Source: an optimization exercise on an open RTL-to-GDS flow (aim: small area, a short achievable clock period and few clock cycles). Production flows keep margins and buffers that such runs may drop. Function was checked by simulation only, so behaviour that the tests miss may differ from the original.

**design/flow/run.sh**
```bash
#!/bin/bash
# synth_recipe.tcl (not shown) runs the flow's synth.tcl, then flattens the netlist and writes it again
# the make line also repeats each setting of config.mk as NAME=value (left out here)
make -C /OpenROAD-flow-scripts/flow DESIGN_CONFIG=/design/flow/config.mk WORK_HOME=/design/flow/orfs CLKGATE_MAP_FILE= SYNTH_SCRIPT=/design/flow/synth_recipe.tcl finish
```
**design/flow/config.mk**
```make
export PLATFORM = sky130hd
export DESIGN_NAME = cordic_atan_vec
export DESIGN_NICKNAME = cordic_atan_vec
export VERILOG_FILES = /design/flow/design.v
export SDC_FILE = /design/flow/constraint.sdc
export NUM_CORES = 4
export LEC_CHECK = 0
export ABC_AREA = 1
export CAP_MARGIN = 20
export CORE_MARGIN = 2
export CORE_UTILIZATION = 72
export PLACE_DENSITY = 0.82
export SETUP_SLACK_MARGIN = 5
export SLEW_MARGIN = 20
```
**design/flow/constraint.sdc**
```tcl
create_clock -name core_clock -period 22.0 [get_ports {clock}]
set_input_delay 4.4000 -clock core_clock [delete_from_list [all_inputs] [get_ports {clock}]]
set_output_delay 4.4000 -clock core_clock [all_outputs]
set_load 0.01 [all_outputs]
```
**design/flow/design.v**
```verilog
package cordic_pkg;
    localparam int unsigned XW    = 22;
    localparam int unsigned YW    = 21;
    localparam int unsigned ZW    = 23;
    localparam int unsigned FRAC  = 20;
    localparam int unsigned ITERS = 16;
    localparam logic [31:0] NAN_Q = 32'h7FC0_0000;
    function automatic int unsigned yw(input int i);
        yw = (i < 4) ? YW : 24 - i;
    endfunction
    function automatic logic [ZW-1:0] atan_lut(input int i);
        case (i)
            0:       atan_lut = 23'h0C90FE;
            1:       atan_lut = 23'h076B1A;
            2:       atan_lut = 23'h03EB6F;
            3:       atan_lut = 23'h01FD5C;
            4:       atan_lut = 23'h00FFAB;
            5:       atan_lut = 23'h007FF5;
            6:       atan_lut = 23'h003FFF;
            7:       atan_lut = 23'h002000;
            8:       atan_lut = 23'h001000;
            9:       atan_lut = 23'h000800;
            10:      atan_lut = 23'h000400;
            11:      atan_lut = 23'h000200;
            12:      atan_lut = 23'h000100;
            13:      atan_lut = 23'h000080;
            14:      atan_lut = 23'h000040;
            15:      atan_lut = 23'h000020;
            default: atan_lut = '0;
        endcase
    endfunction
endpackage
import cordic_pkg::*;
module cordic_vec_stage #(
    parameter int unsigned I  = 0,
    parameter int unsigned WI = YW,
    parameter int unsigned WO = YW
) (
    input  logic [XW-1:0] x,
    input  logic [WI-1:0] y,
    output logic [XW-1:0] x_nxt,
    output logic [WO-1:0] y_nxt,
    output logic          pos
);
    logic          neg;
    logic [XW+I+WI-1:0] yext;
    logic [XW-1:0] ysh;
    logic [XW-1:0] xsh;
    logic [XW:0]   xsum;
    logic [WO:0]   ysum;
    assign neg = y[WI-1];
    assign yext = {{(XW+I){y[WI-1]}}, y};
    assign ysh  = yext[I +: XW];    
    assign xsh = x >> I;
    assign xsum  = {x, 1'b1} + {ysh ^ {XW{neg}}, neg};
    assign ysum  = {y[WO-1:0], 1'b1} + {xsh[WO-1:0] ^ {WO{~neg}}, ~neg};
    assign x_nxt = xsum[XW:1];
    assign y_nxt = ysum[WO:1];
    assign pos   = ~neg;
endmodule
import cordic_pkg::*;
module cordic_atan_vec
#(
    parameter int unsigned SIn  = 4,
    parameter int unsigned SMid = 8
) (
    input  logic        clock,
    input  logic        aclr,
    input  logic        clk_en,
    input  logic        start,
    input  logic [31:0] dataa,
    input  logic [31:0] datab,
    output logic [31:0] result,
    output logic        done
);
    localparam int unsigned S1 = SIn;
    localparam int unsigned S2 = SIn + SMid;
    localparam int unsigned MW = 21;     
    function automatic logic [FRAC-1:0] fix_mag(input logic [30:0] f);
        logic [20:0] sh;
        sh = {1'b1, f[22:3]} >> (~f[27:23]);
        if (f[30:23] >= 8'd127)      fix_mag = '1;
        else if (f[30:28] == 3'b011) fix_mag = sh[FRAC-1:0];
        else                         fix_mag = '0;
    endfunction
    logic              operand_err;
    logic [FRAC-1:0]   xmag, ymag;
    logic              yneg;
    logic [XW-1:0]     x1;
    logic [YW:0]       y1sum;
    logic [YW-1:0]     y1;
    assign operand_err = dataa[31] || (dataa[30:23] == 8'h00) ||
                         (dataa[30:23] == 8'hFF) || (datab[30:23] == 8'hFF);
    assign xmag = fix_mag(dataa[30:0]);
    assign ymag = fix_mag(datab[30:0]);
    assign yneg  = datab[31] && (ymag != '0);
    assign x1    = XW'(xmag) + XW'(ymag);
    assign y1sum = {{1'b0, ymag} ^ {YW{yneg}}, 1'b1} + {{1'b0, xmag} ^ {YW{~yneg}}, 1'b1};
    assign y1    = y1sum[YW:1];
    logic [XW-1:0]    xi [ITERS];
    logic [YW-1:0]    yi [ITERS];
    logic [XW-1:0]    xo [ITERS];
    logic [YW-1:0]    yo [ITERS];
    logic [ITERS-1:0] po;
    logic [XW-1:0]    r0_x, r1_x;
    logic [YW-1:0]    r0_y, r1_y;
    logic [ITERS-1:0] r0_p, r1_p;
    logic             r0_err, r1_err;
    logic             s1_q, r1v_q, done_q;
    assign xo[0] = x1;
    assign yo[0] = y1;
    assign po[0] = !yneg;
    for (genvar k = 1; k < ITERS; k++) begin : g_stage
        if (k == S1) begin : g_r0
            assign xi[k] = r0_x;
            assign yi[k] = r0_y;
        end else if (k == S2) begin : g_r1
            assign xi[k] = r1_x;
            assign yi[k] = r1_y;
        end else begin : g_chain
            assign xi[k] = xo[k-1];
            assign yi[k] = yo[k-1];
        end
        localparam int unsigned WI = cordic_pkg::yw(k);
        localparam int unsigned WO = cordic_pkg::yw(k + 1);
        logic [WO-1:0] y_nxt;
        logic [YW+WO-1:0] y_ext;
        cordic_vec_stage #(.I(k), .WI(WI), .WO(WO)) u_stage (
            .x     (xi[k]),
            .y     (yi[k][WI-1:0]),
            .x_nxt (xo[k]),
            .y_nxt (y_nxt),
            .pos   (po[k])
        );
        assign y_ext = {{YW{y_nxt[WO-1]}}, y_nxt};
        assign yo[k] = y_ext[YW-1:0];
    end
    logic [XW-1:0]    c0_x, c1_x;
    logic [YW-1:0]    c0_y, c1_y;
    logic [ITERS-1:0] c0_p, c1_p, fin_p;
    assign c0_x = xo[S1-1];
    assign c0_y = yo[S1-1];
    assign c1_x = xo[S2-1];
    assign c1_y = yo[S2-1];
    for (genvar k = 0; k < ITERS; k++) begin : g_pos
        assign c0_p[k]  = (k < S1) ? po[k] : 1'b0;
        assign c1_p[k]  = (k < S1) ? r0_p[k] : (k < S2) ? po[k] : 1'b0;
        assign fin_p[k] = (k < S2) ? r1_p[k] : po[k];
    end
    always_ff @(posedge clock) begin
        r0_x   <= c0_x;
        r0_y   <= c0_y;
        r0_p   <= c0_p;
        r0_err <= operand_err;
        if (s1_q) begin
            r1_x   <= c1_x;
            r1_y   <= c1_y;
            r1_p   <= c1_p;
            r1_err <= r0_err;
        end
    end
    always_ff @(posedge clock) begin
        if (aclr) begin
            s1_q   <= 1'b0;
            r1v_q  <= 1'b0;
            done_q <= 1'b0;
        end else begin
            s1_q <= clk_en && start;
            if (clk_en) begin
                r1v_q  <= 1'b0;
                done_q <= !start && (done_q || s1_q || r1v_q);
            end else begin
                r1v_q  <= r1v_q || s1_q;
            end
        end
    end
    localparam logic [ZW-1:0] ASum = 23'h1BE462;   
    function automatic logic [ZW-1:0] zpart(input int lo, input int n,
                                            input int v, input logic [ZW-1:0] base);
        zpart = base;
        for (int j = 0; j < n; j++) begin
            if (v[j]) zpart = zpart + ZW'(cordic_pkg::atan_lut(lo + j) << 1);
        end
    endfunction
    logic [ZW-1:0] g1_tab [16];
    logic [ZW-1:0] g2_tab [8];
    for (genvar v = 0; v < 16; v++) begin : g_g1
        assign g1_tab[v] = zpart(0, 4, v, ZW'(-ASum));
    end
    for (genvar v = 0; v < 8; v++) begin : g_g2
        assign g2_tab[v] = zpart(4, 3, v, '0);
    end
    logic [ZW-1:0] zc, z;
    assign zc = g1_tab[fin_p[3:0]] + g2_tab[fin_p[6:4]];
    assign z  = zc + ZW'({fin_p[7], fin_p[8], fin_p[9], fin_p[10], fin_p[11],
                          fin_p[12], fin_p[13], fin_p[14], fin_p[15], 6'b0});
    logic [MW-1:0] m, n1, n2, n3, n4, n5;
    logic [4:0]    lz;
    assign m  = z[ZW-1] ? MW'(-z) : z[MW-1:0];
    assign lz[4] = (m[MW-1 -: 16] == '0);
    assign n1    = lz[4] ? (m << 16) : m;
    assign lz[3] = (n1[MW-1 -: 8] == '0);
    assign n2    = lz[3] ? (n1 << 8) : n1;
    assign lz[2] = (n2[MW-1 -: 4] == '0);
    assign n3    = lz[2] ? (n2 << 4) : n2;
    assign lz[1] = (n3[MW-1 -: 2] == '0);
    assign n4    = lz[1] ? (n3 << 2) : n3;
    assign lz[0] = !n4[MW-1];
    assign n5    = lz[0] ? (n4 << 1) : n4;
    always_comb begin
        if (r1_err)          result = NAN_Q;
        else if (!n5[MW-1])  result = 32'h0;
        else                 result = {z[ZW-1], 8'(127 + MW - 1 - FRAC) - 8'(lz), n5[MW-2:0], 3'b0};
    end
    assign done = done_q;
endmodule
```
==> reports/metrics.yaml, run 1 <==
insertion_delay_ns: 0.40
synthMuxAreaShare: 0.00187
end_kind: "primary output"
die_area_sq_um: 46200
yosysWarnings: 13
vias: 36407
tritoncts: "built"
timing.slew.headroom: 0.358
drt-total-wl_mm: 106
cp_slowest_cell: "fa_1"
grt_max_degree: 49
utilization: 0.810
hold_viol_final: 0
synthFlopType: "dfxtp_1"
synth_fa_ha_area_frac: 0.163
worstMarginPinSlew_ns: 0.964
numCtsBuffers: 9
max_freq_ghz: 0.0560
cts_max_path_buffers: 2
antenna_found_initial: 2
drt-pass1-iter-count: 11
cts.sinks: 97
multi_input_area_sq_um: 28000
grt.overflow.total: 0
netlist_area_sq_um: 32100
crit_arrival_ns: 13.44
via_per_inst: 6.25
grt_pass1_wl_mm: 152
status: "timing/DRC/antenna clean"
wl_per_cell_um: 18.1
initial_core_util: 0.726
fin_crit_ns: 17.84
synthSimpleGateAreaFrac: 0.315
pre_cts_ws_ns: 1.72
min-delay-start: "r0_p[3]"
cts_root_buf: "clkbuf_16"
yosysSeqAreaShare: 0.0753
ys_ff_latch: 97
fill_cells: 3164
start_kind: "register"
dpl.hpwl_mm: 77.5
clock_skew_ns: 0.0103
hold_class: "register to register"
clk_pin_slew_worst_paths_ns: 0.09
cts_hold_buffers: 0
final_net_count: 5700
fin_setup_tns_ns: 0
final_max_slew_viol_count: 0
drive_gt1_frac: 0.114
ff_latch_area_sq_um: 2420
cp_max_fo: 6
synthXorXnorAreaFrac: 0.209
rsz0062_at_grt: "yes"
grt_use_total: 0.395
io_buffers: 90
synth_top_family_by_area: "simple AND/OR/NAND/NOR gates"
ant_nets: 0
fin_crit_sh: 0.811
synth_top_area_cell: "xor2_1"
synth_top_area_share: 0.160
path_buf_inv: 12
synthTopCellsByArea: "xor2_1 16%, ha_1 15%, nand2_1 14%, inv_1 6.7%, a21oi_1 6.1%"
syn_avg_cell_area_sq_um: 6.30
cp_common_cell: "nand2_1"
route.detailed.drc: 0
rows: 77
critical-path-max-stage-delay_ns: 0.54
ys_async_sr_fraction: 0
finalSetupViolations: 0
dr.first_iter.drc_count: 4454
io_pins: 101
synthCells: 5086
hold_slack_ns: 0.436
crit_family: "simple AND/OR/NAND/NOR gates"
path_class: "register to primary output"
synth_top_cells_by_count: "1171 x nand2_1, 586 x xor2_1, 572 x inv_1"
synth_edf_count: 47
drv_cap: 0
worst_slack_ns: 4.16
synth.most_common_cell: "nand2_1"
crit_start: "r1_y[11]"
gp_congestion: 1.00
synth_compound_area_frac: 0.150
worstPathRequired_ns: 17.60
first_global_vias: 31632
synth.distinct_cells: 74
syn_to_final_growth_pct: 11.5
die_h_um: 215
core_sq_um: 44100
r2r-start: "r0_y[19]"
die_x_um: 215
htreeDepth: 3
## stage by stage
| stage | cells | cell area (sq um) |
|---|---|---|
| floorplan | 5089 | 32100 |
| global placement | 5683 | 33300 |
| detailed placement | 5683 | 33300 |
| CTS | 5739 | 34200 |
| global route | 5821 | 35700 |
| finish | 5822 | 35700 |
## registers in the layout, summed over array words and instances (netlist names)
| name | cells |
|---|---|
| done_q | 1 |
| r0_err | 1 |
| r0_p | 4 |
| r0_x | 22 |
| r0_y | 20 |
| r1_err | 1 |
| r1_p | 12 |
| r1_x | 22 |
| r1_y | 12 |
| r1v_q | 1 |
| s1_q | 1 |
## path summary, 6_finish.rpt
check / end / slack (ns) / cells after the start
worst max-delay path: result[13] / 4.16 / 80
worst min-delay path: r1_p[3] / 0.44 / 0
worst max register to register: r1_y[11] / 5.63 / 89
worst min register to register: r1_p[3] / 0.44 / 0
## per-layer routing
metal / up-vias / track usage / wire (um) / share of wire
met5: - / 0 / 12 / 0.00011
met4: 2 / 0.173 / 6540 / 0.062
met3: 622 / 0.0527 / 10200 / 0.097
met2: 2185 / 0.668 / 47700 / 0.45
met1: 16483 / 0.501 / 41100 / 0.39
li1: 17115 / - / - / -
## layout make-up
| cell class | count | share of cell area |
|---|---|---|
| timing repair inverter | 1 | 0.000210 |
| tap | 592 | 0.0207 |
| antenna | 1 | 0.0000700 |
| multi-input combinational | 4287 | 0.783 |
| timing repair buffer | 213 | 0.0539 |
| sequential | 97 | 0.0676 |
| inverter | 615 | 0.0659 |
| clock inverter | 7 | 0.00235 |
| clock buffer | 9 | 0.00630 |
## cells in the final DEF, fill, tap and decap left out, types with 102 or more instances in the layout
cell type / synthesis / final
a21oi_1: 389 / 372
inv_1: 572 / 559
ha_1: 394 / 386
xnor2_1: 160 / 156
nand2_1: 1171 / 1145
nand3_1: 360 / 343
xor2_1: 586 / 562
o21ai_0: 225 / 199
buf_4: 9 / 102
nor2_1: 371 / 353
## logic make-up (layout without fill, tap and decap cells)
group	after synthesis	count (layout)
other	1	5
adders and majority gates	408	408
and+or+nand+nor	2265	2270
xor gates and xnor gates	755	755
AOI/OAI and AO/OA	844	844
buffers and inverters	710	845
DFF	97	97
muxes	6	6
## timing repair
action / in CTS / in global routing
endpoints found under the setup margin: 98 / 100
buffers inserted: 36 / 79
pin swaps: 13 / 88
gates cloned: 4 / 3
gates resized for setup: 84 / 280
Testbench counts, summed over its fixed seeds: cycles 1,600.
==> inputs of run 2 (changes only) <==
--- a/design/flow/design.v
+++ b/design/flow/design.v
@@ -4,6 +4,8 @@
     localparam int unsigned ZW    = 23;
     localparam int unsigned FRAC  = 20;
     localparam int unsigned ITERS = 16;
+    localparam int unsigned DS    = 8;
+    localparam int unsigned DW    = 9;
     localparam logic [31:0] NAN_Q = 32'h7FC0_0000;
     function automatic int unsigned yw(input int i);
         yw = (i < 4) ? YW : 24 - i;
@@ -37,32 +39,47 @@
     parameter int unsigned WO = YW
 ) (
     input  logic [XW-1:0] x,
+    input  logic [DW-1:0] d,
     input  logic [WI-1:0] y,
     output logic [XW-1:0] x_nxt,
+    output logic [DW-1:0] d_nxt,
     output logic [WO-1:0] y_nxt,
     output logic          pos
 );
-    logic          neg;
+    logic               neg;
     logic [XW+I+WI-1:0] yext;
-    logic [XW-1:0] ysh;
-    logic [XW-1:0] xsh;
-    logic [XW:0]   xsum;
-    logic [WO:0]   ysum;
-    assign neg = y[WI-1];
+    logic [XW-1:0]      ysh;
+    logic [XW-1:0]      xsh;
+    logic [WO:0]        ysum;
+    logic               k;
+    assign neg  = y[WI-1];
     assign yext = {{(XW+I){y[WI-1]}}, y};
     assign ysh  = yext[I +: XW];    
-    assign xsh = x >> I;
-    assign xsum  = {x, 1'b1} + {ysh ^ {XW{neg}}, neg};
-    assign ysum  = {y[WO-1:0], 1'b1} + {xsh[WO-1:0] ^ {WO{~neg}}, ~neg};
-    assign x_nxt = xsum[XW:1];
+    assign xsh  = x >> I;
+    assign pos  = ~neg;
+    if (I < DS) begin : g_full
+        logic [XW:0] xsum;
+        assign xsum  = {x, 1'b1} + {ysh ^ {XW{neg}}, neg};
+        assign x_nxt = xsum[XW:1];
+        assign d_nxt = '0;
+        assign k     = 1'b0;
+    end else begin : g_delta
+        localparam logic [XW-1:0] HMask = XW'(((1 << I) - 1) & ~((1 << 8) - 1));
+        logic [DW-1:0] u, e;
+        assign u     = (ysh[DW-1:0] ^ {DW{neg}}) + DW'(neg);
+        assign e     = (I == DS) ? DW'(x[7:0]) : d;
+        assign d_nxt = e + u;
+        assign x_nxt = x;
+        assign k     = e[8] && ((x | ~HMask) == '1);
+    end
+    assign ysum  = {y[WO-1:0], 1'b1} + {xsh[WO-1:0] ^ {WO{~neg}}, ~neg ^ k};
     assign y_nxt = ysum[WO:1];
-    assign pos   = ~neg;
 endmodule
 import cordic_pkg::*;
 module cordic_atan_vec
 #(
-    parameter int unsigned SIn  = 4,
-    parameter int unsigned SMid = 8
+    parameter int unsigned SIn  = 5,
+    parameter int unsigned SMid = 7
 ) (
     input  logic        clock,
     input  logic        aclr,
@@ -98,27 +115,34 @@
     assign y1sum = {{1'b0, ymag} ^ {YW{yneg}}, 1'b1} + {{1'b0, xmag} ^ {YW{~yneg}}, 1'b1};
     assign y1    = y1sum[YW:1];
     logic [XW-1:0]    xi [ITERS];
+    logic [DW-1:0]    di [ITERS];
     logic [YW-1:0]    yi [ITERS];
     logic [XW-1:0]    xo [ITERS];
+    logic [DW-1:0]    do_ [ITERS];
     logic [YW-1:0]    yo [ITERS];
     logic [ITERS-1:0] po;
     logic [XW-1:0]    r0_x, r1_x;
+    logic [DW-1:0]    r0_d, r1_d;
     logic [YW-1:0]    r0_y, r1_y;
     logic [ITERS-1:0] r0_p, r1_p;
     logic             r0_err, r1_err;
     logic             s1_q, r1v_q, done_q;
     assign xo[0] = x1;
+    assign do_[0] = '0;
     assign yo[0] = y1;
     assign po[0] = !yneg;
     for (genvar k = 1; k < ITERS; k++) begin : g_stage
         if (k == S1) begin : g_r0
             assign xi[k] = r0_x;
+            assign di[k] = r0_d;
             assign yi[k] = r0_y;
         end else if (k == S2) begin : g_r1
             assign xi[k] = r1_x;
+            assign di[k] = r1_d;
             assign yi[k] = r1_y;
         end else begin : g_chain
             assign xi[k] = xo[k-1];
+            assign di[k] = do_[k-1];
             assign yi[k] = yo[k-1];
         end
         localparam int unsigned WI = cordic_pkg::yw(k);
@@ -127,8 +151,10 @@
         logic [YW+WO-1:0] y_ext;
         cordic_vec_stage #(.I(k), .WI(WI), .WO(WO)) u_stage (
             .x     (xi[k]),
+            .d     (di[k]),
             .y     (yi[k][WI-1:0]),
             .x_nxt (xo[k]),
+            .d_nxt (do_[k]),
             .y_nxt (y_nxt),
             .pos   (po[k])
         );
@@ -136,11 +162,14 @@
         assign yo[k] = y_ext[YW-1:0];
     end
     logic [XW-1:0]    c0_x, c1_x;
+    logic [DW-1:0]    c0_d, c1_d;
     logic [YW-1:0]    c0_y, c1_y;
     logic [ITERS-1:0] c0_p, c1_p, fin_p;
     assign c0_x = xo[S1-1];
+    assign c0_d = do_[S1-1];
     assign c0_y = yo[S1-1];
     assign c1_x = xo[S2-1];
+    assign c1_d = do_[S2-1];
     assign c1_y = yo[S2-1];
     for (genvar k = 0; k < ITERS; k++) begin : g_pos
         assign c0_p[k]  = (k < S1) ? po[k] : 1'b0;
@@ -149,11 +178,13 @@
     end
     always_ff @(posedge clock) begin
         r0_x   <= c0_x;
+        r0_d   <= c0_d;
         r0_y   <= c0_y;
         r0_p   <= c0_p;
         r0_err <= operand_err;
         if (s1_q) begin
             r1_x   <= c1_x;
+            r1_d   <= c1_d;
             r1_y   <= c1_y;
             r1_p   <= c1_p;
             r1_err <= r0_err;
--- a/design/flow/config.mk
+++ b/design/flow/config.mk
@@ -8,7 +8,7 @@
 export ABC_AREA = 1
 export CAP_MARGIN = 20
 export CORE_MARGIN = 2
-export CORE_UTILIZATION = 72
-export PLACE_DENSITY = 0.82
+export CORE_UTILIZATION = 65
+export PLACE_DENSITY = 0.75
 export SETUP_SLACK_MARGIN = 5
 export SLEW_MARGIN = 20
==> run 2 against run 1 <==
Still clean. Sequential share of layout area up 0.49 points. Critical path depth down 3. Area after synthesis down 10%. Highest routed layer is now met4.
==> reports/metrics.yaml, run 2 <==
status: "timing/DRC/antenna clean"  # unchanged
grt_max_degree: 50  # was 49
cts_hold_buffers: 0  # unchanged
min_to: "r1_p[1]"  # was r1_p[3]
numCtsBuffers: 9  # unchanged
synth_edf_count: 48  # was 47
hold_viol_final: 0  # unchanged
drt-total-wl_mm: 84.1  # was 106 mm
grt_pass1_wl_mm: 124  # was 152 mm
fill_cells: 3539  # was 3164
io_buffers: 90  # unchanged
drt-pass1-iter-count: 8  # was 11
r2r_end: "r1_y[11]"  # unchanged
min-delay-start: "r0_p[1]"  # was r0_p[3]
tritoncts: "built"  # unchanged
final_max_slew_viol_count: 0  # unchanged
hold_class: "register to register"  # unchanged
synthTopCellsByArea: "xor2_1 18%, ha_1 17%, nand2_1 12%, a21oi_1 6.3%, inv_1 6.3%"  # was xor2_1 16%, ha_1 15%, nand2_1 14%, inv_1 6.7%, a21oi_1 6.1%
dpl-instance-area_sq_um: 30100  # was 33300 sq um
stdcell_area_sq_um: 33700  # was 35700 sq um
utilization: 0.767  # was 0.810
drive_gt1_frac: 0.138  # was 0.114
insertion_delay_ns: 0.39  # was 0.40 ns
yosysWarnings: 17  # was 13
ys_ff_latch: 98  # was 97
layout_common_cells: "889 x nand2_1, 552 x xor2_1, 473 x inv_1"  # was 1145 x nand2_1, 562 x xor2_1, 559 x inv_1
synth_top_cells_by_count: "933 x nand2_1, 586 x xor2_1, 482 x inv_1"  # was 1171 x nand2_1, 586 x xor2_1, 572 x inv_1
first_global_vias: 26499  # was 31632
max_freq_ghz: 0.0579  # was 0.0560 GHz
ys_async_sr_fraction: 0  # unchanged
rsz0062_at_grt: "yes"  # unchanged
timing.slew.headroom: 0.453  # was 0.358
fin_crit_sh: 0.785  # was 0.811
hold_slack_ns: 0.407  # was 0.436 ns
dr.first_iter.drc_count: 2334  # was 4454
worstPathRequired_ns: 17.60  # about the same
syn_to_final_growth_pct: 17.1  # was 11.5%
grt_use_total: 0.318  # was 0.395
cp_common_cell: "o21ai_2"  # was nand2_1
regMostFlops: "r0_x"
r2r-start: "r0_y[18]"  # was r0_y[19]
drv_cap: 0  # unchanged
finalSetupViolations: 0  # unchanged
fin_setup_tns_ns: 0  # unchanged
top_regs: "r0_x: 22 flops, r0_y: 19 flops, r1_x: 14 flops"  # was r0_x: 22 flops, r1_x: 22 flops, r0_y: 20 flops
largest_reg_flops: 22
antenna_found_initial: 0  # was 2
pre_cts_ws_ns: 2.37  # was 1.72 ns
cts_max_path_buffers: 2  # unchanged
route.detailed.drc: 0  # unchanged
syn_avg_cell_area_sq_um: 6.60  # was 6.30 sq um
htreeDepth: 3  # unchanged
rows: 77  # unchanged
r2r_setup_slack_ns: 6.05  # was 5.63 ns
synth.most_common_cell: "nand2_1"  # unchanged
fin_crit_ns: 17.27  # was 17.84 ns
io_pins: 101  # unchanged
end_kind: "primary output"  # unchanged
critical-path-max-stage-delay_ns: 0.55  # was 0.54 ns
wl_per_cell_um: 16.3  # was 18.1 um
gp_congestion: 0.959  # was 1.00
start_kind: "register"  # unchanged
path_class: "register to primary output"  # unchanged
fin_cells: 5171  # was 5822
synth.distinct_cells: 75  # was 74
synthCells: 4361  # was 5086
initial_core_util: 0.655  # was 0.726
core_sq_um: 43900  # was 44100 sq um
cp_slowest_cell: "edfxtp_1"  # was fa_1
crit_arrival_ns: 12.87  # was 13.44 ns
final_net_count: 5057  # was 5700
die_h_um: 214  # was 215 um
cts.sinks: 98  # was 97
crit_start: "r1_x[13]"  # was r1_y[11]
ant_nets: 0  # unchanged
netlist_area_sq_um: 28800  # was 32100 sq um
die_x_um: 214  # was 215 um
synthFlopType: "dfxtp_1"  # unchanged
worst_slack_ns: 4.73  # was 4.16 ns
clk_pin_slew_worst_paths_ns: 0.08  # was 0.09 ns
reg2reg_depth: 96  # was 89
clock_skew_ns: 0.0182  # was 0.0103 ns
cts_root_buf: "clkbuf_16"  # unchanged
dp.cells: 4977  # was 5683
dpl.hpwl_mm: 62.2  # was 77.5 mm
grt.overflow.total: 0  # unchanged
worstMarginPinSlew_ns: 0.821  # was 0.964 ns
synth_top_area_share: 0.178  # was 0.160
antenna_cells: 0  # was 1
cp_max_fo: 8  # was 6
die_area_sq_um: 46000  # was 46200 sq um
yosysSeqAreaShare: 0.0849  # was 0.0753
vias: 29975  # was 36407
holdPathStages: 0  # unchanged
final_common_cell: "nand2_1"  # unchanged
synth_top_area_cell: "xor2_1"  # unchanged
via_per_inst: 5.80  # was 6.25
## run 2: cell count changes in the layout (fill, tap and decap cells not counted), moves of 16 or more
| cell | delta |
|---|---|
| o21ai_2 | +16 |
| nand4_1 | -37 |
| inv_2 | -24 |
| nand2_1 | -256 |
| nor2_2 | -20 |
| buf_4 | +47 |
| nand2_2 | -34 |
| nand3_2 | -28 |
| a21oi_2 | +22 |
| nand3_1 | -85 |
| inv_1 | -86 |
| a21oi_1 | -45 |
| nor2_1 | -93 |
| o21ai_0 | -22 |
## run 2: how the worst max path moves through the flow
stage | to | slack (ns)
after global routing | result[11] | 4.24
after CTS | r0_x[18] | 5.00
after global placement | r0_y[17] | 2.39
after floorplan | r0_y[18] | 5.08
final | result[12] | 4.73
after detailed placement | r0_y[17] | 2.37
## run 2: layout make-up
class / instances / area, sq um / area share
repair buffers: 266 / 2400 / 0.0712
multi-input cells: 3686 / 25800 / 0.765
inverters: 506 / 2000 / 0.0592
repair inverters: 7 / 46.3 / 0.00137
well taps: 592 / 741 / 0.0220
clock buffers: 9 / 225 / 0.00668
flip-flops and latches: 98 / 2440 / 0.0725
clock inverters: 7 / 70.1 / 0.00208
## run 2: critical path, delay by kind of cell, from the launching register on
| family | cells | cell delay [ns] |
|---|---|---|
| buf+inv | 10 | 1.19 |
| flops | 1 | 0.55 |
| fa+ha+maj | 5 | 1.60 |
| simple gates | 26 | 3.21 |
| xor+xnor | 9 | 1.93 |
| compound gates | 27 | 3.91 |
## run 2: what timing repair did
item	CTS	global route
gates cloned	5	14
resized for setup	173	371
buffers inserted	46	113
setup endpoints to repair	69	88
pin swaps	32	141
## run 2: cells by family (layout without fill, tap and decap cells)
kind of cell | Yosys count | in the layout | share of synthesized area
simple gates | 1699 | 1707 | 0.256
xor+xnor | 742 | 742 | 0.228
mux | 8 | 8 | 0.00283
other cells | 1 | 4 | 0.000130
flops | 98 | 98 | 0.0849
buf+inv | 588 | 795 | 0.0812
compound gates | 810 | 810 | 0.161
fa+ha+maj | 415 | 415 | 0.186
## run 2: metal layers
layer	track usage	up-vias	part of all wire
li1	-	14932	-
met1	0.410	13724	0.42
met2	0.577	1080	0.49
met3	0.0260	239	0.057
met4	0.0701	0	0.034
met5	0	-	0
Testbench counts of run 2, summed over its fixed seeds: cycles 1,600.
==> inputs of run 3 (changes only) <==
--- a/design/flow/design.v
+++ b/design/flow/design.v
@@ -6,6 +6,7 @@
     localparam int unsigned ITERS = 16;
     localparam int unsigned DS    = 8;
     localparam int unsigned DW    = 9;
+    localparam int unsigned FW    = ITERS - 1 - DS;   
     localparam logic [31:0] NAN_Q = 32'h7FC0_0000;
     function automatic int unsigned yw(input int i);
         yw = (i < 4) ? YW : 24 - i;
@@ -40,9 +41,11 @@
 ) (
     input  logic [XW-1:0] x,
     input  logic [DW-1:0] d,
+    input  logic [FW-1:0] f,
     input  logic [WI-1:0] y,
     output logic [XW-1:0] x_nxt,
     output logic [DW-1:0] d_nxt,
+    output logic [FW-1:0] f_nxt,
     output logic [WO-1:0] y_nxt,
     output logic          pos
 );
@@ -62,15 +65,25 @@
         assign xsum  = {x, 1'b1} + {ysh ^ {XW{neg}}, neg};
         assign x_nxt = xsum[XW:1];
         assign d_nxt = '0;
+        assign f_nxt = '0;
         assign k     = 1'b0;
     end else begin : g_delta
-        localparam logic [XW-1:0] HMask = XW'(((1 << I) - 1) & ~((1 << 8) - 1));
         logic [DW-1:0] u, e;
+        logic [FW-1:0] fl;
         assign u     = (ysh[DW-1:0] ^ {DW{neg}}) + DW'(neg);
         assign e     = (I == DS) ? DW'(x[7:0]) : d;
         assign d_nxt = e + u;
         assign x_nxt = x;
-        assign k     = e[8] && ((x | ~HMask) == '1);
+        if (I == DS) begin : g_flags
+            for (genvar j = 0; j < FW; j++) begin : g_f
+                localparam logic [XW-1:0] HMask = XW'(((1 << (DS + j)) - 1) & ~((1 << 8) - 1));
+                assign fl[j] = ((x | ~HMask) == '1);
+            end
+        end else begin : g_pass
+            assign fl = f;
+        end
+        assign f_nxt = fl;
+        assign k     = e[8] && fl[I-DS];
     end
     assign ysum  = {y[WO-1:0], 1'b1} + {xsh[WO-1:0] ^ {WO{~neg}}, ~neg ^ k};
     assign y_nxt = ysum[WO:1];
@@ -116,33 +129,40 @@
     assign y1    = y1sum[YW:1];
     logic [XW-1:0]    xi [ITERS];
     logic [DW-1:0]    di [ITERS];
+    logic [FW-1:0]    fi [ITERS];
     logic [YW-1:0]    yi [ITERS];
     logic [XW-1:0]    xo [ITERS];
     logic [DW-1:0]    do_ [ITERS];
+    logic [FW-1:0]    fo [ITERS];
     logic [YW-1:0]    yo [ITERS];
     logic [ITERS-1:0] po;
     logic [XW-1:0]    r0_x, r1_x;
     logic [DW-1:0]    r0_d, r1_d;
+    logic [FW-1:0]    r0_f, r1_f;
     logic [YW-1:0]    r0_y, r1_y;
     logic [ITERS-1:0] r0_p, r1_p;
     logic             r0_err, r1_err;
     logic             s1_q, r1v_q, done_q;
     assign xo[0] = x1;
     assign do_[0] = '0;
+    assign fo[0] = '0;
     assign yo[0] = y1;
     assign po[0] = !yneg;
     for (genvar k = 1; k < ITERS; k++) begin : g_stage
         if (k == S1) begin : g_r0
             assign xi[k] = r0_x;
             assign di[k] = r0_d;
+            assign fi[k] = r0_f;
             assign yi[k] = r0_y;
         end else if (k == S2) begin : g_r1
             assign xi[k] = r1_x;
             assign di[k] = r1_d;
+            assign fi[k] = r1_f;
             assign yi[k] = r1_y;
         end else begin : g_chain
             assign xi[k] = xo[k-1];
             assign di[k] = do_[k-1];
+            assign fi[k] = fo[k-1];
             assign yi[k] = yo[k-1];
         end
         localparam int unsigned WI = cordic_pkg::yw(k);
@@ -152,9 +172,11 @@
         cordic_vec_stage #(.I(k), .WI(WI), .WO(WO)) u_stage (
             .x     (xi[k]),
             .d     (di[k]),
+            .f     (fi[k]),
             .y     (yi[k][WI-1:0]),
             .x_nxt (xo[k]),
             .d_nxt (do_[k]),
+            .f_nxt (fo[k]),
             .y_nxt (y_nxt),
             .pos   (po[k])
         );
@@ -163,13 +185,16 @@
     end
     logic [XW-1:0]    c0_x, c1_x;
     logic [DW-1:0]    c0_d, c1_d;
+    logic [FW-1:0]    c0_f, c1_f;
     logic [YW-1:0]    c0_y, c1_y;
     logic [ITERS-1:0] c0_p, c1_p, fin_p;
     assign c0_x = xo[S1-1];
     assign c0_d = do_[S1-1];
+    assign c0_f = fo[S1-1];
     assign c0_y = yo[S1-1];
     assign c1_x = xo[S2-1];
     assign c1_d = do_[S2-1];
+    assign c1_f = fo[S2-1];
     assign c1_y = yo[S2-1];
     for (genvar k = 0; k < ITERS; k++) begin : g_pos
         assign c0_p[k]  = (k < S1) ? po[k] : 1'b0;
@@ -179,12 +204,14 @@
     always_ff @(posedge clock) begin
         r0_x   <= c0_x;
         r0_d   <= c0_d;
+        r0_f   <= c0_f;
         r0_y   <= c0_y;
         r0_p   <= c0_p;
         r0_err <= operand_err;
         if (s1_q) begin
             r1_x   <= c1_x;
             r1_d   <= c1_d;
+            r1_f   <= c1_f;
             r1_y   <= c1_y;
             r1_p   <= c1_p;
             r1_err <= r0_err;
==> run 3 against run 2 <==
Largest cell class unchanged. Fmax up 5.4%. Utilization down 2.1 points. Cell area down 2.8%. Highest routed layer unchanged. Hold slack about the same. Critical endpoint is now result[24].
==> reports/metrics.yaml, run 3 <==
status: "timing/DRC/antenna clean"  # unchanged
cts_max_path_buffers: 2  # unchanged
r2r_setup_slack_ns: 6.17  # was 6.05 ns
core_sq_um: 43900  # unchanged
hold_class: "register to register"  # unchanged
max_freq_ghz: 0.0610  # was 0.0579 GHz
top_regs: "r0_x: 22 flops, r0_y: 19 flops"  # was r0_x: 22 flops, r0_y: 19 flops, r1_x: 14 flops
die_h_um: 214  # about the same
synth_top_area_share: 0.177  # was 0.178
clk_pin_slew_worst_paths_ns: 0.08  # about the same
worstPathRequired_ns: 17.60  # about the same
drt-pass1-iter-count: 6  # was 8
drive_gt1_frac: 0.110  # was 0.138
path_buf_inv: 11  # was 10
route.detailed.drc: 0  # unchanged
dr.first_iter.drc_count: 1983  # was 2334
dpl.hpwl_mm: 60.6  # was 62.2 mm
cp_max_fo: 17  # was 8
via_per_inst: 5.62  # was 5.80
final_max_slew_viol_count: 0  # unchanged
synthTopCellsByArea: "xor2_1 18%, ha_1 17%, nand2_1 12%, inv_1 6.4%, a21oi_1 6.2%"  # was xor2_1 18%, ha_1 17%, nand2_1 12%, a21oi_1 6.3%, inv_1 6.3%
start_kind: "register"  # unchanged
vias: 28745  # was 29975
regMostFlops: "r0_x"  # unchanged
ant_nets: 0  # unchanged
yosysSeqAreaShare: 0.0840  # was 0.0849
dp.cells: 4960  # was 4977
grt.overflow.total: 0  # unchanged
grt_use_total: 0.310  # was 0.318
r2r_end: "r1_y[11]"  # unchanged
grt_max_degree: 49  # was 50
initial_core_util: 0.654  # was 0.655
die_x_um: 214  # about the same
crit_arrival_ns: 11.98  # was 12.87 ns
wl_per_cell_um: 15.1  # was 16.3 um
rsz0062_at_grt: "yes"  # unchanged
path_class: "register to primary output"  # unchanged
htreeDepth: 3  # unchanged
numCtsBuffers: 9  # unchanged
min-delay-start: "r0_p[3]"  # was r0_p[1]
yosysWarnings: 22  # was 17
worstMarginPinSlew_ns: 0.799  # was 0.821 ns
holdPathStages: 0  # unchanged
fin_setup_tns_ns: 0  # unchanged
layout_common_cells: "918 x nand2_1, 551 x xor2_1, 478 x inv_1"  # was 889 x nand2_1, 552 x xor2_1, 473 x inv_1
synth.distinct_cells: 76  # was 75
first_global_vias: 25798  # was 26499
synth_edf_count: 47  # was 48
fin_crit_sh: 0.745  # was 0.785
cp_slowest_cell: "fa_1"  # was edfxtp_1
reg2reg_depth: 93  # was 96
grt_pass1_wl_mm: 121  # was 124 mm
ys_ff_latch: 97  # was 98
largest_reg_flops: 22  # unchanged
pre_cts_ws_ns: 1.88  # was 2.37 ns
worst_slack_ns: 5.62  # was 4.73 ns
io_pins: 101  # unchanged
syn_avg_cell_area_sq_um: 6.60  # about the same
cts.sinks: 97  # was 98
clock_skew_ns: 0.0154  # was 0.0182 ns
synth_top_area_cell: "xor2_1"  # unchanged
drv_cap: 0  # unchanged
insertion_delay_ns: 0.38  # was 0.39 ns
cp_common_cell: "nand2_1"  # was o21ai_2
end_kind: "primary output"  # unchanged
antenna_cells: 0  # unchanged
synthFlopType: "dfxtp_1"  # unchanged
antenna_found_initial: 0  # unchanged
synth_top_cells_by_count: "932 x nand2_1, 580 x xor2_1, 490 x inv_1"  # was 933 x nand2_1, 586 x xor2_1, 482 x inv_1
synthCells: 4352  # was 4361
r2r-start: "r0_y[18]"  # unchanged
syn_to_final_growth_pct: 14.0  # was 17.1%
netlist_area_sq_um: 28700  # was 28800 sq um
hold_viol_final: 0  # unchanged
drt-total-wl_mm: 77.1  # was 84.1 mm
tritoncts: "built"  # unchanged
crit_family: "compound AO/OA/AOI/OAI gates"  # unchanged
cts_hold_buffers: 0  # unchanged
min_to: "r1_p[3]"  # was r1_p[1]
timing.slew.headroom: 0.465  # was 0.453
gp_congestion: 0.947  # was 0.959
fin_crit_ns: 16.38  # was 17.27 ns
finalSetupViolations: 0  # unchanged
critical-path-max-stage-delay_ns: 0.57  # was 0.55 ns
final_net_count: 5001  # was 5057
ys_async_sr_fraction: 0  # unchanged
cts_root_buf: "clkbuf_16"  # unchanged
fin_cells: 5115  # was 5171
synth.most_common_cell: "nand2_1"  # unchanged
final_common_cell: "nand2_1"  # unchanged
die_area_sq_um: 45900  # was 46000 sq um
rows: 77  # unchanged
io_buffers: 90  # unchanged
==> run 3: changes by cell type in the layout (fill, tap and decap cells not counted), sizes merged, moves of 6 or more <==
cell,before,now
xnor2,151,161
xor2,591,585
nor3,48,56
clkbuf,25,15
buf,184,133
dlymetal6s2s,2,22
or2,15,22
nand4,39,46
nand3,282,257
o21bai,28,35
==> run 3: area by class of cell <==
class                           instances  area [sq um]
Clock buffer                            9           225
Clock inverter                          7          60.1
Sequential cell                        97          2420
Fill cell                            3808         11200
Timing Repair inverter                  2          15.0
Timing Repair Buffer                  220          2030
Multi-Input combinational cell       3673         25300
Tap cell                              592           741
Inverter                              515          2020
==> run 3: per-stage QoR <==
step / util / instance area [sq um] / hold WS [ns]
floorplan: - / 28700 / 0.386
global placement: 0.683 / 30000 / 0.386
detailed placement: 0.683 / 30000 / 0.391
CTS: 0.699 / 30700 / 0.409
global route: 0.746 / 32800 / 0.413
finish: 0.746 / 32800 / 0.408
==> run 3: routing by layer <==
metal	track usage	up-vias	wire length (um)
met4	0.0769	0	1740
met3	0.0247	134	3630
met5	0	-	0
met2	0.546	748	37100
li1	-	14764	-
met1	0.410	13099	34700
==> run 3: timing repair <==
action,4_1_cts,5_1_grt
setup endpoints to repair,74,87
buffers inserted,22,105
pin swaps,11,92
gates cloned,6,6
resized for setup,69,289
==> run 3: cells by family after synthesis <==
kind of cell / after synthesis / synth area share
xor gates and xnor gates: 746 / 0.229
AOI/OAI and AO/OA: 801 / 0.160
muxes: 8 / 0.00283
adders and majority gates: 415 / 0.187
DFF: 97 / 0.0840
other: 1 / 0.000131
buffers and inverters: 595 / 0.0824
and+or+nand+nor: 1689 / 0.255
==> run 3: worst max path at each step <==
| stage | startpoint | to | depth (start not counted) |
|---|---|---|---|
| 3_5_place_dp | datab[25] | r0_y[18] | 87 |
| 6_report | r1_y[11] | result[24] | 72 |
| 4_1_cts | datab[25] | r0_y[18] | 80 |
| 2_1_floorplan | datab[23] | r0_y[18] | 85 |
| 3_3_place_gp | datab[25] | r0_y[18] | 87 |
| 5_1_grt | r0_y[18] | r1_y[11] | 92 |
Testbench counts of run 3, summed over its fixed seeds: cycles 1,600.
==> inputs of run 4 (changes only) <==
==> design/flow/flow/run.sh (new file) <==
#!/bin/bash
set -euo pipefail
sed -e 's|"${@:-finish}"|BUFFER_PORTS_ARGS="-buffer_cell sky130_fd_sc_hd__buf_2" "${@:-finish}"|' \
    standard.sh > standard_ports.sh
grep -q 'BUFFER_PORTS_ARGS="-buffer_cell sky130_fd_sc_hd__buf_2"' standard_ports.sh
bash standard_ports.sh > standard.log 2>&1
==> design/flow/standard.sh (new file) <==
#!/bin/bash
# synth_recipe.tcl (not shown) runs the flow's synth.tcl, then flattens the netlist and writes it again
# the make line also repeats each setting of config.mk as NAME=value (left out here)
make -C /OpenROAD-flow-scripts/flow DESIGN_CONFIG=/design/flow/config.mk WORK_HOME=/design/flow/orfs CLKGATE_MAP_FILE= SYNTH_SCRIPT=/design/flow/synth_recipe.tcl "${@:-finish}"
removed: design/flow/run.sh
==> run 4 against run 3 <==
Still clean. Die area unchanged. Utilization down 0.97 points. Global-route usage down 0.34 points.
==> reports/metrics.yaml, run 4 <==
final_net_count: 5006  # was 5001
cts.sinks: 97  # unchanged
max_freq_ghz: 0.0609  # was 0.0610 GHz
hold_viol_final: 0  # unchanged
clk_pin_slew_worst_paths_ns: 0.07  # was 0.08 ns
drt-pass1-iter-count: 6  # unchanged
grt.overflow.total: 0  # unchanged
route.met2.wl_mm: 35.8  # was 37.1 mm
critical-path-max-stage-delay_ns: 0.52  # was 0.57 ns
grt_pass1_wl_mm: 120  # was 121 mm
top_regs: "r0_x: 22 flops, r0_y: 19 flops"  # unchanged
synthFlopType: "dfxtp_1"  # unchanged
numCtsBuffers: 9  # unchanged
cp_max_fo: 17  # unchanged
synth_top_area_share: 0.177  # unchanged
core_sq_um: 43900  # unchanged
cp_common_cell: "nand2_1"  # unchanged
route.detailed.drc: 0  # unchanged
fin_setup_tns_ns: 0  # unchanged
cts_max_path_buffers: 2  # unchanged
fin_crit_sh: 0.746  # was 0.745
fill_cells: 3898  # was 3808
cts_root_buf: "clkbuf_16"  # unchanged
path_class: "register to primary output"  # unchanged
wl_per_cell_um: 15.0  # was 15.1 um
final_max_slew_viol_count: 0  # unchanged
drive_gt1_frac: 0.126  # was 0.110
die_x_um: 214  # unchanged
layout_common_cells: "919 x nand2_1, 552 x xor2_1, 482 x inv_1"  # was 918 x nand2_1, 551 x xor2_1, 478 x inv_1
dr.first_iter.drc_count: 2294  # was 1983
synth_top_cells_by_count: "932 x nand2_1, 580 x xor2_1, 490 x inv_1"  # unchanged
utilization: 0.736  # was 0.746
netlist_area_sq_um: 28700  # unchanged
via_per_inst: 5.62  # about the same
syn_avg_cell_area_sq_um: 6.60  # unchanged
timing.slew.headroom: 0.374  # was 0.465
finalSetupViolations: 0  # unchanged
htreeDepth: 3  # unchanged
fin_crit_ns: 16.42  # was 16.38 ns
multi_input_area_sq_um: 25200  # was 25300 sq um
reg2reg_depth: 94  # was 93
tritoncts: "built"  # unchanged
initial_core_util: 0.654  # unchanged
clock_skew_ns: 0.0147  # was 0.0154 ns
gp_congestion: 0.938  # was 0.947
antenna_found_initial: 0  # unchanged
drv_cap: 0  # unchanged
synthCells: 4352  # unchanged
hold_class: "register to register"  # unchanged
largest_reg_flops: 22  # unchanged
vias: 28756  # was 28745
final_common_cell: "nand2_1"  # unchanged
hold_slack_ns: 0.404  # was 0.408 ns
io_pins: 101  # unchanged
ant_nets: 0  # unchanged
dr_wl_met3_mm: 3.80  # was 3.63 mm
rsz0062_at_grt: "yes"  # unchanged
synthTopCellsByArea: "xor2_1 18%, ha_1 17%, nand2_1 12%, inv_1 6.4%, a21oi_1 6.2%"  # unchanged
die_h_um: 214  # unchanged
holdPathStages: 0  # unchanged
ys_async_sr_fraction: 0  # unchanged
grt_max_degree: 49  # unchanged
cp_slowest_cell: "edfxtp_1"  # was fa_1
first_global_vias: 25606  # was 25798
status: "timing/DRC/antenna clean"  # unchanged
ff_latch_area_sq_um: 2420  # unchanged
synth_top_area_cell: "xor2_1"  # unchanged
m1WireLength_mm: 35.8  # was 34.7 mm
synth.most_common_cell: "nand2_1"  # unchanged
end_kind: "primary output"  # unchanged
worstPathRequired_ns: 17.60  # about the same
worstMarginPinSlew_ns: 0.935  # was 0.799 ns
top_layer_used: "met4"  # unchanged
dpl.hpwl_mm: 60.0  # was 60.6 mm
ys_ff_latch: 97  # unchanged
start_kind: "register"  # unchanged
io_buffers: 90  # unchanged
die_area_sq_um: 45900  # unchanged
pre_cts_ws_ns: 2.80  # was 1.88 ns
syn_to_final_growth_pct: 12.6  # was 14.0%
yosysSeqAreaShare: 0.0840  # unchanged
insertion_delay_ns: 0.38  # about the same
worst_slack_ns: 5.58  # was 5.62 ns
drt-total-wl_mm: 76.7  # was 77.1 mm
antenna_cells: 0  # unchanged
rows: 77  # unchanged
regMostFlops: "r0_x"  # unchanged
synth_edf_count: 47  # unchanged
grt_use_total: 0.307  # was 0.310
yosysWarnings: 22  # unchanged
synth.distinct_cells: 76  # unchanged
crit_arrival_ns: 12.02  # was 11.98 ns
cts_hold_buffers: 0  # unchanged
==> run 4: cell counts after synthesis <==
Identical to the previous run, type by type.
==> run 4: metrics by stage <==
stage,cells,cell area (sq um)
2_1_floorplan,4355,28700
3_3_place_gp,4960,29500
3_5_place_dp,4960,29500
4_1_cts,4997,30200
5_1_grt,5120,32300
6_report,5120,32300
==> run 4: final timing paths <==
kind | slack [ns] | end | startpoint
worst max register to register | 6.18 | r1_y[11] | r0_y[18]
worst min-delay path | 0.40 | r1_p[1] | r0_p[1]
worst min register to register | 0.40 | r1_p[1] | r0_p[1]
worst max-delay path | 5.58 | result[6] | r1_y[11]
==> run 4: layer usage <==
metal  vias to the layer above  track usage
met1                     13082        0.424
met4                         0       0.0553
met2                       779        0.525
met5                         -            0
met3                       108       0.0264
li1                      14787            -
==> run 4: layout make-up <==
class	count	share of cell area
Multi-Input combinational cell	3674	0.779
Sequential cell	97	0.0748
Inverter	515	0.0625
Timing Repair Buffer	225	0.0510
Tap cell	592	0.0229
Clock buffer	11	0.00720
Clock inverter	5	0.00201
Timing Repair inverter	1	0.000232
==> run 4: cell families after synthesis <==
family / after synthesis / share of synthesized area
and+or+nand+nor: 1689 / 0.255
AOI/OAI and AO/OA: 801 / 0.160
xor gates and xnor gates: 746 / 0.229
buffers and inverters: 595 / 0.0824
adders and majority gates: 415 / 0.187
DFF: 97 / 0.0840
muxes: 8 / 0.00283
other: 1 / 0.000131
==> run 4: critical path, delay by kind of cell (launching register included) <==
family | cells | cell delay (ns)
fa+ha+maj | 5 | 1.77
compound gates | 27 | 4.42
flops | 1 | 0.52
simple gates | 23 | 2.49
xor+xnor | 7 | 1.43
buf+inv | 8 | 0.99
==> run 4: timing repair <==
item | in CTS | in global routing
endpoints found under the setup margin | 72 | 86
pin swaps | 6 | 86
buffers inserted | 16 | 112
resized for setup | 45 | 243
cloned | 5 | 11
==> inputs of run 5 (changes only) <==
--- a/design/flow/config.mk
+++ b/design/flow/config.mk
@@ -12,3 +12,4 @@
 export PLACE_DENSITY = 0.75
 export SETUP_SLACK_MARGIN = 5
 export SLEW_MARGIN = 20
+export TNS_END_PERCENT = 10
==> run 5 against run 4 <==
Critical endpoint is now result[9]. Non-clock buffer count fell by 15. Critical path type unchanged. Largest cell class unchanged. Fmax rose by 0.24%. Area after synthesis did not move. Wire length fell by 0.87%. Flip-flop and latch count did not move. Cell area fell by 0.82%.
==> reports/metrics.yaml, run 5 <==
synth_top_area_share: 0.177  # unchanged
synth_top_cells_by_count: "932 x nand2_1, 580 x xor2_1, 490 x inv_1"  # unchanged
cts.sinks: 97  # unchanged
status: "timing/DRC/antenna clean"  # unchanged
route.met2.wl_mm: 35.7  # was 35.8 mm
crit_family: "compound AO/OA/AOI/OAI gates"  # unchanged
m1WireLength_mm: 35.6  # was 35.8 mm
dpl-instance-area_sq_um: 29500  # unchanged
syn_to_final_growth_pct: 11.6  # was 12.6%
route.detailed.drc: 0  # unchanged
via_per_inst: 5.61  # was 5.62
largest_reg_flops: 22  # unchanged
synth_edf_count: 47  # unchanged
core_sq_um: 43900  # unchanged
cp_common_cell: "nand2_1"  # unchanged
cts_root_buf: "clkbuf_16"  # unchanged
critical-path-max-stage-delay_ns: 0.52  # about the same
cp_slowest_cell: "edfxtp_1"  # unchanged
vias: 28613  # was 28756
r2r-start: "r0_y[18]"  # unchanged
cts_hold_buffers: 0  # unchanged
numCtsBuffers: 9  # unchanged
syn_avg_cell_area_sq_um: 6.60  # unchanged
utilization: 0.730  # was 0.736
worstPathRequired_ns: 17.60  # about the same
grt_pass1_wl_mm: 120  # about the same
first_global_vias: 25595  # was 25606
drv_cap: 0  # unchanged
dpl.hpwl_mm: 60.0  # unchanged
hold_viol_final: 0  # unchanged
timing.slew.headroom: 0.378  # was 0.374
path_buf_inv: 8  # unchanged
cts_max_path_buffers: 2  # unchanged
grt.overflow.total: 0  # unchanged
synth_top_area_cell: "xor2_1"  # unchanged
regMostFlops: "r0_x"  # unchanged
dr_wl_met3_mm: 3.65  # was 3.80 mm
synthCells: 4352  # unchanged
netlist_area_sq_um: 28700  # unchanged
antenna_found_initial: 0  # unchanged
path_class: "register to primary output"  # unchanged
drt-total-wl_mm: 76.1  # was 76.7 mm
fin_crit_sh: 0.745  # was 0.746
gp_congestion: 0.938  # unchanged
final_common_cell: "nand2_1"  # unchanged
worstMarginPinSlew_ns: 0.929  # was 0.935 ns
grt_use_total: 0.307  # about the same
ant_nets: 0  # unchanged
r2r_setup_slack_ns: 6.15  # was 6.18 ns
crit_start: "r1_y[11]"  # unchanged
rows: 77  # unchanged
hold_class: "register to register"  # unchanged
antenna_cells: 0  # unchanged
yosysSeqAreaShare: 0.0840  # unchanged
finalSetupViolations: 0  # unchanged
die_h_um: 214  # unchanged
dp.cells: 4960  # unchanged
initial_core_util: 0.654  # unchanged
rsz0062_at_grt: "yes"  # unchanged
io_pins: 101  # unchanged
drive_gt1_frac: 0.120  # was 0.126
tritoncts: "built"  # unchanged
insertion_delay_ns: 0.38  # about the same
final_net_count: 4989  # was 5006
fin_setup_tns_ns: 0  # unchanged
crit_arrival_ns: 11.98  # was 12.02 ns
die_x_um: 214  # unchanged
min-delay-start: "r0_p[1]"  # unchanged
yosysWarnings: 22  # unchanged
io_buffers: 90  # unchanged
drt-pass1-iter-count: 10  # was 6
fin_cells: 5103  # was 5120
synth.distinct_cells: 76  # unchanged
ys_async_sr_fraction: 0  # unchanged
clock_skew_ns: 0.0148  # was 0.0147 ns
htreeDepth: 3  # unchanged
synthFlopType: "dfxtp_1"  # unchanged
top_layer_used: "met4"  # unchanged
top_regs: "r0_x: 22 flops, r0_y: 19 flops"  # unchanged
wl_per_cell_um: 14.9  # was 15.0 um
stdcell_area_sq_um: 32100  # was 32300 sq um
fin_crit_ns: 16.38  # was 16.42 ns
end_kind: "primary output"  # unchanged
start_kind: "register"  # unchanged
synthTopCellsByArea: "xor2_1 18%, ha_1 17%, nand2_1 12%, inv_1 6.4%, a21oi_1 6.2%"  # unchanged
layout_common_cells: "920 x nand2_1, 553 x xor2_1, 483 x inv_1"  # was 919 x nand2_1, 552 x xor2_1, 482 x inv_1
dr.first_iter.drc_count: 2273  # was 2294
final_max_slew_viol_count: 0  # unchanged
cp_max_fo: 17  # unchanged
clk_pin_slew_worst_paths_ns: 0.07  # about the same
max_freq_ghz: 0.0611  # was 0.0609 GHz
grt_max_degree: 49  # unchanged
synth.most_common_cell: "nand2_1"  # unchanged
ys_ff_latch: 97  # unchanged
die_area_sq_um: 45900  # unchanged
run 5: logic make-up (layout without fill, tap and decap cells):
kind of cell / count (synthesis) / count (layout) / synth area share
flops: 97 / 97 / 0.0840
fa+ha+maj: 415 / 415 / 0.187
xor+xnor: 746 / 746 / 0.229
compound gates: 801 / 802 / 0.160
simple gates: 1689 / 1697 / 0.255
buf+inv: 595 / 742 / 0.0824
other cells: 1 / 4 / 0.000131
mux: 8 / 8 / 0.00283
run 5: layout make-up:
cell class              instances  area [sq um]
multi-input cells            3672         25100
fillers                      3934         11900
flip-flops and latches         97          2420
inverters                     515          2010
repair buffers                210          1510
well taps                     592           741
clock buffers                  11           233
clock inverters                 5          65.1
repair inverters                1          7.51
run 5: path summary, 6_finish.rpt:
check                    to  cells past startpoint
setup / recovery  result[9]                     75
setup reg to reg   r1_y[11]                     95
hold reg to reg     r1_p[1]                      0
hold / removal      r1_p[1]                      0
run 5: metal layers:
| layer | vias up | global-route usage |
|---|---|---|
| met5 | - | 0 |
| met4 | 0 | 0.0553 |
| met3 | 90 | 0.0264 |
| met2 | 731 | 0.525 |
| met1 | 13050 | 0.424 |
| li1 | 14742 | - |
run 5: metrics by stage:
stage / hold slack [ns] / setup slack [ns]
after floorplan: 0.386 / 5.49
after global placement: 0.387 / 2.99
after detailed placement: 0.389 / 2.80
after CTS: 0.405 / 4.95
after global routing: 0.412 / 4.69
final: 0.404 / 5.62
run 5: what timing repair did:
item,CTS,global route
gates resized for setup,43,223
pin swaps,6,69
setup endpoints to repair,72,87
gates cloned,5,8
setup buffers,16,98
==> inputs of run 6 (changes only) <==
--- a/design/flow/config.mk
+++ b/design/flow/config.mk
@@ -12,4 +12,4 @@
 export PLACE_DENSITY = 0.75
 export SETUP_SLACK_MARGIN = 5
 export SLEW_MARGIN = 20
-export TNS_END_PERCENT = 10
+export TNS_END_PERCENT = 0
==> run 6 against run 5 <==
Clock-buffer cell count stayed put. Cell area is 0.80% higher. Final cell count increased by 0.29%. Area after synthesis stayed put. Non-clock buffer count rose by 15.
==> reports/metrics.yaml, run 6 <==
ff_latch_area_sq_um: 2420  # unchanged
crit_family: "compound AO/OA/AOI/OAI gates"  # unchanged
cp_slowest_cell: "edfxtp_1"  # unchanged
final_common_cell: "nand2_1"  # unchanged
fin_crit_ns: 16.34  # was 16.38 ns
min-delay-start: "r0_p[1]"  # unchanged
synth.distinct_cells: 76  # unchanged
synth_edf_count: 47  # unchanged
clock_skew_ns: 0.0147  # was 0.0148 ns
htreeDepth: 3  # unchanged
regMostFlops: "r0_x"  # unchanged
path_class: "register to primary output"  # unchanged
drive_gt1_frac: 0.125  # was 0.120
layout_common_cells: "917 x nand2_1, 552 x xor2_1, 482 x inv_1"  # was 920 x nand2_1, 553 x xor2_1, 483 x inv_1
io_pins: 101  # unchanged
io_buffers: 90  # unchanged
ys_ff_latch: 97  # unchanged
netlist_area_sq_um: 28700  # unchanged
fin_cells: 5118  # was 5103
r2r_end: "r1_y[11]"  # unchanged
start_kind: "register"  # unchanged
cts.sinks: 97  # unchanged
gp_congestion: 0.938  # unchanged
die_x_um: 214  # unchanged
wl_per_cell_um: 14.9  # about the same
max_freq_ghz: 0.0612  # was 0.0611 GHz
multi_input_area_sq_um: 25200  # was 25100 sq um
r2r_setup_slack_ns: 6.15  # about the same
synthFlopType: "dfxtp_1"  # unchanged
antenna_found_initial: 0  # unchanged
path_buf_inv: 8  # unchanged
synth_top_cells_by_count: "932 x nand2_1, 580 x xor2_1, 490 x inv_1"  # unchanged
insertion_delay_ns: 0.38  # about the same
grt.overflow.total: 0  # unchanged
antenna_cells: 0  # unchanged
critical-path-max-stage-delay_ns: 0.52  # about the same
dp.cells: 4960  # unchanged
grt_pass1_wl_mm: 120  # about the same
via_per_inst: 5.61  # about the same
rows: 77  # unchanged
yosysWarnings: 22  # unchanged
final_max_slew_viol_count: 0  # unchanged
r2r-start: "r0_y[18]"  # unchanged
first_global_vias: 25584  # was 25595
fin_crit_sh: 0.743  # was 0.745
cp_max_fo: 17  # unchanged
cts_root_buf: "clkbuf_16"  # unchanged
initial_core_util: 0.654  # unchanged
die_h_um: 214  # unchanged
route.detailed.drc: 0  # unchanged
holdPathStages: 0  # unchanged
worstPathRequired_ns: 17.60  # about the same
numCtsBuffers: 9  # unchanged
worstMarginPinSlew_ns: 0.938  # was 0.929 ns
top_regs: "r0_x: 22 flops, r0_y: 19 flops"  # unchanged
syn_avg_cell_area_sq_um: 6.60  # unchanged
grt_max_degree: 49  # unchanged
die_area_sq_um: 45900  # unchanged
vias: 28700  # was 28613
ys_async_sr_fraction: 0  # unchanged
synthCells: 4352  # unchanged
synth_top_area_cell: "xor2_1"  # unchanged
synth.most_common_cell: "nand2_1"  # unchanged
clk_pin_slew_worst_paths_ns: 0.07  # about the same
dr.first_iter.drc_count: 2267  # was 2273
timing.slew.headroom: 0.372  # was 0.378
yosysSeqAreaShare: 0.0840  # unchanged
finalSetupViolations: 0  # unchanged
synthTopCellsByArea: "xor2_1 18%, ha_1 17%, nand2_1 12%, inv_1 6.4%, a21oi_1 6.2%"  # unchanged
synth_top_area_share: 0.177  # unchanged
grt_use_total: 0.307  # about the same
cts_hold_buffers: 0  # unchanged
hold_viol_final: 0  # unchanged
reg2reg_depth: 94  # was 95
rsz0062_at_grt: "yes"  # unchanged
fill_cells: 3891  # was 3934
min_to: "r1_p[1]"  # unchanged
cts_max_path_buffers: 2  # unchanged
crit_arrival_ns: 11.94  # was 11.98 ns
status: "timing/DRC/antenna clean"  # unchanged
drt-pass1-iter-count: 6  # was 10
core_sq_um: 43900  # unchanged
drt-total-wl_mm: 76.2  # was 76.1 mm
fin_setup_tns_ns: 0  # unchanged
largest_reg_flops: 22  # unchanged
syn_to_final_growth_pct: 12.5  # was 11.6%
drv_cap: 0  # unchanged
end_kind: "primary output"  # unchanged
tritoncts: "built"  # unchanged
cp_common_cell: "nand2_1"  # unchanged
dpl.hpwl_mm: 60.0  # unchanged
final_net_count: 5004  # was 4989
ant_nets: 0  # unchanged
hold_class: "register to register"  # unchanged
-- run 6: cell counts after synthesis --
Identical to the previous run, type by type.
-- run 6: how the worst max path moves through the flow --
stage | start | endpoint | slack, ns | cells after the start
after detailed placement | datab[25] | r0_x[16] | 2.80 | 87
after CTS | datab[23] | r0_x[16] | 4.93 | 89
after global routing | datab[23] | r0_y[18] | 4.72 | 88
final | r1_y[11] | result[9] | 5.66 | 74
after global placement | datab[25] | r0_x[16] | 2.99 | 87
after floorplan | datab[23] | r0_y[18] | 5.49 | 85
-- run 6: per-stage QoR --
stage | util | instance area, sq um | hold WS, ns | worst slack, ns
after floorplan | - | 28700 | 0.386 | 5.49
after global placement | 0.673 | 29500 | 0.387 | 2.99
after detailed placement | 0.673 | 29500 | 0.389 | 2.80
after CTS | 0.687 | 30200 | 0.405 | 4.93
after global routing | 0.736 | 32300 | 0.412 | 4.72
final | 0.736 | 32300 | 0.404 | 5.66
-- run 6: area by class of cell --
class,count,share of cell area
Inverter,515,0.0624
Sequential cell,97,0.0748
Tap cell,592,0.0229
Timing Repair inverter,1,0.000232
Clock inverter,5,0.00201
Multi-Input combinational cell,3672,0.780
Clock buffer,11,0.00720
Timing Repair Buffer,225,0.0507
-- run 6: kinds of logic after synthesis --
group                    Yosys count  synth area share
AO/OA/AOI/OAI                    801             0.160
XOR/XNOR                         746             0.229
adder cells (fa/ha/maj)          415             0.187
buffers and inverters            595            0.0824
flip-flops                        97            0.0840
multiplexers                       8           0.00283
other                              1          0.000131
AND/OR/NAND/NOR                 1689             0.255
-- run 6: what timing repair did --
item	in CTS	in global routing
resized for setup	42	248
pin swaps	6	90
setup endpoints to repair	72	87
setup buffers	15	114
cloned	5	8
-- run 6: worst register-to-register path, delay by kind of cell, from the launching register on --
kind	cells	cell delay, ns
AOI/OAI and AO/OA	29	4.74
DFF	1	0.37
adders and majority gates	7	2.53
buffers and inverters	6	0.60
and+or+nand+nor	43	5.55
xor gates and xnor gates	9	1.78
-- run 6: per-layer routing --
layer  global-route usage  up-vias  part of all wire  wire [um]
li1                     -    14775                 -          -
met5                    0        -                 0          0
met3               0.0262      107             0.050       3850
met1                0.424    13053              0.47      35600
met4               0.0549        0             0.016       1250
met2                0.525      765              0.47      35500

[afterwards: timing with drivers on the ports]
In the flow no input, the clock included, has a driving cell. The finished layouts below were timed again as built, in two steps.
Step 1 assumes that a clkbuf_16 drives the clock port and a buf_2 every other input.
Step 2, shift: input delay + t, output delay - t, t = (earliest + latest rising clock arrival at the registers) / 2. This alone moves slack from input paths to output paths.
Three values: ideal, step 1, step 2; two values: the first two.
| run | t (ns) | setup slack, ns | worst hold slack (ns) | worst setup path after step 2 |
|---|---|---|---|---|
| run 1 | 0.458 | 4.155 / 4.092 / 4.550 | 0.436 / 0.436 / 0.436 | register to output |
| run 2 | 0.447 | 4.733 / 4.669 / 5.116 | 0.407 / 0.407 / 0.407 | register to output |
| run 3 | 0.429 | 5.618 / 5.565 / 5.258 | 0.408 / 0.408 / 0.408 | input to register |
| run 4 | 0.422 | 5.581 / 5.529 / 5.225 | 0.404 / 0.404 / 0.404 | input to register |
| run 5 | 0.421 | 5.620 / 5.568 / 5.217 | 0.404 / 0.404 / 0.404 | input to register |
| run 6 | 0.420 | 5.658 / 5.605 / 5.233 | 0.404 / 0.404 / 0.404 | input to register |
After both steps every run listed still meets setup and hold. The setup slack of run 6, which loses most, moves by -0.053 ns with the drivers and by -0.425 ns with both steps.
